Context: an optimization exercise on an open-source flow, tuned for small area, a short achievable clock period and few clock cycles per item. The choices shown serve that exercise and are no tape-out recipe.
The RTL was checked by simulation tests, not by an equivalence proof against the original design.

## aesTop
module aesTop (
    input  logic        clk,
    input  logic        rstN,
    input  aesPkg::apbAddrT     paddr,
    input  logic        psel,
    input  logic        penable,
    input  logic        pwrite,
    input  aesPkg::wordT        pwdata,
    output aesPkg::wordT        prdata,
    output logic        pready,
    output logic        pslverr,
    output logic [20:0] segOut
);
clock: 8.0 ns
lec_check: 0
cap_margin: 20
cell_pad_in_sites_detail_placement: 2
cell_pad_in_sites_global_placement: 2
core_margin: 2
core_utilization: 35
cts_cluster_diameter: 100
cts_cluster_size: 20
place_density: 0.45
setup_slack_margin: 1
slew_margin: 20
synth_hierarchical: 1
run.sh (not shown) runs the stock make flow with config.mk's settings and CLKGATE_MAP_FILE= SYNTH_SCRIPT=/design/flow/synth_recipe.tcl, a recipe that flattens the netlist after the stock synthesis.
The baseline ran to the end with no violations.
Testbench counts at the start, summed over its fixed seeds: cycles 10,368, blocks 384.
Then changed:
--- a/flow/config.mk
+++ b/flow/config.mk
@@ -11,6 +11,6 @@
 export CORE_MARGIN = 2
 export CORE_UTILIZATION = 35
-export CTS_CLUSTER_DIAMETER = 100
-export CTS_CLUSTER_SIZE = 20
+export CTS_CLUSTER_DIAMETER = 110
+export CTS_CLUSTER_SIZE = 24
 export PLACE_DENSITY = 0.45
 export SETUP_SLACK_MARGIN = 1
=> Sequential share of layout area is about the same. Setup slack is better by 0.0073 ns. Worst hold slack hardly moves. Synthesized area stays the same. Count of clock-buffer cells in the layout falls by 7. Core utilization hardly moves. Wire length is about the same. Register-to-register slack is worse by 0.06 ns. Die area does not change.
Then changed:
==> flow/config.mk (replaced) <==
export PLATFORM = sky130hd
export DESIGN_NAME = aesTop
export DESIGN_NICKNAME = aesTop
export VERILOG_FILES = /design/flow/design.v
export SDC_FILE = /design/flow/constraint.sdc
export NUM_CORES = 4
export LEC_CHECK = 0
export CAP_MARGIN = 20
export CELL_PAD_IN_SITES_DETAIL_PLACEMENT = 1
export CELL_PAD_IN_SITES_GLOBAL_PLACEMENT = 1
export CORE_MARGIN = 2
export CORE_UTILIZATION = 55
export CTS_CLUSTER_DIAMETER = 100
export CTS_CLUSTER_SIZE = 20
export PLACE_DENSITY = 0.65
export SETUP_SLACK_MARGIN = 1
export SLEW_MARGIN = 20
export SYNTH_HIERARCHICAL = 1
What happened: Non-clock buffer count drops by 88. Count of clock-buffer cells in the layout climbs by 5. Sequential share of layout area climbs by 0.85 points. Worst setup slack is worse by 0.037 ns. Final cell count drops by 9.9%. Final area drops by 3.7%. Via count climbs by 2.9%. Utilization climbs by 22 points. Wire length drops by 11%. Global-route usage climbs by 11 points.
Then changed:
==> flow/config.mk (replaced) <==
export PLATFORM = sky130hd
export DESIGN_NAME = aesTop
export DESIGN_NICKNAME = aesTop
export VERILOG_FILES = /design/flow/design.v
export SDC_FILE = /design/flow/constraint.sdc
export NUM_CORES = 4
export LEC_CHECK = 0
export CAP_MARGIN = 20
export CELL_PAD_IN_SITES_DETAIL_PLACEMENT = 2
export CELL_PAD_IN_SITES_GLOBAL_PLACEMENT = 2
export CORE_MARGIN = 2
export CORE_UTILIZATION = 35
export CTS_CLUSTER_DIAMETER = 80
export CTS_CLUSTER_SIZE = 16
export PLACE_DENSITY = 0.45
export SETUP_SLACK_MARGIN = 1
export SLEW_MARGIN = 20
export SYNTH_HIERARCHICAL = 1
Outcome:
- The changed run ran to the end with no violations
- via count decreases by 2.8%
- clock skew climbs by 0.0079 ns
- worst setup slack gets better by 0.049 ns
Then changed:
--- a/flow/config.mk
+++ b/flow/config.mk
@@ -11,8 +11,6 @@
 export CORE_MARGIN = 2
 export CORE_UTILIZATION = 35
-export CTS_CLUSTER_DIAMETER = 80
-export CTS_CLUSTER_SIZE = 16
 export PLACE_DENSITY = 0.45
-export SETUP_SLACK_MARGIN = 1
+export SETUP_SLACK_MARGIN = 0.8
 export SLEW_MARGIN = 20
 export SYNTH_HIERARCHICAL = 1
Count of clock-buffer cells in the layout grows by 63.
Final area is about the same.
Routed wire length hardly moves.
Global-route usage grows by 0.20 points.

==> afterwards: timing with drivers on the ports <==
Ports are ideal in the flow. The routed layouts listed here were re-timed in OpenROAD. Step 1: set_driving_cell puts a clkbuf_16 on clk and a buf_2 on each other input, an assumption about the parent block. Step 2 moves the port delays by t, midway between the first and last clock arrival at a register: inputs arrive t later, outputs are due t later. That takes back most of the time a late clock gives input paths. Three values: ideal, step 1, step 2; two values: the first two.
run | shift t [ns] | slack for setup (ns) | worst hold slack (ns)
the first run | 0.711 | 1.115 / 1.089 / 1.089 | 0.487 / 0.487 / 0.487
the second run | 0.705 | 1.123 / 1.096 / 1.096 | 0.489 / 0.489 / 0.489
the third run | 0.668 | 1.086 / 1.086 / 1.086 | 0.484 / 0.484 / 0.484
the fourth run | 0.730 | 1.134 / 1.108 / 1.108 | 0.483 / 0.483 / 0.483
the fifth run | 0.726 | 0.997 / 0.997 / 0.997 | 0.478 / 0.478 / 0.478
After both steps setup and hold are still met in every run listed. For the second run, which loses most, drivers alone change the setup slack by -0.027 ns; drivers and shift together by -0.027 ns.
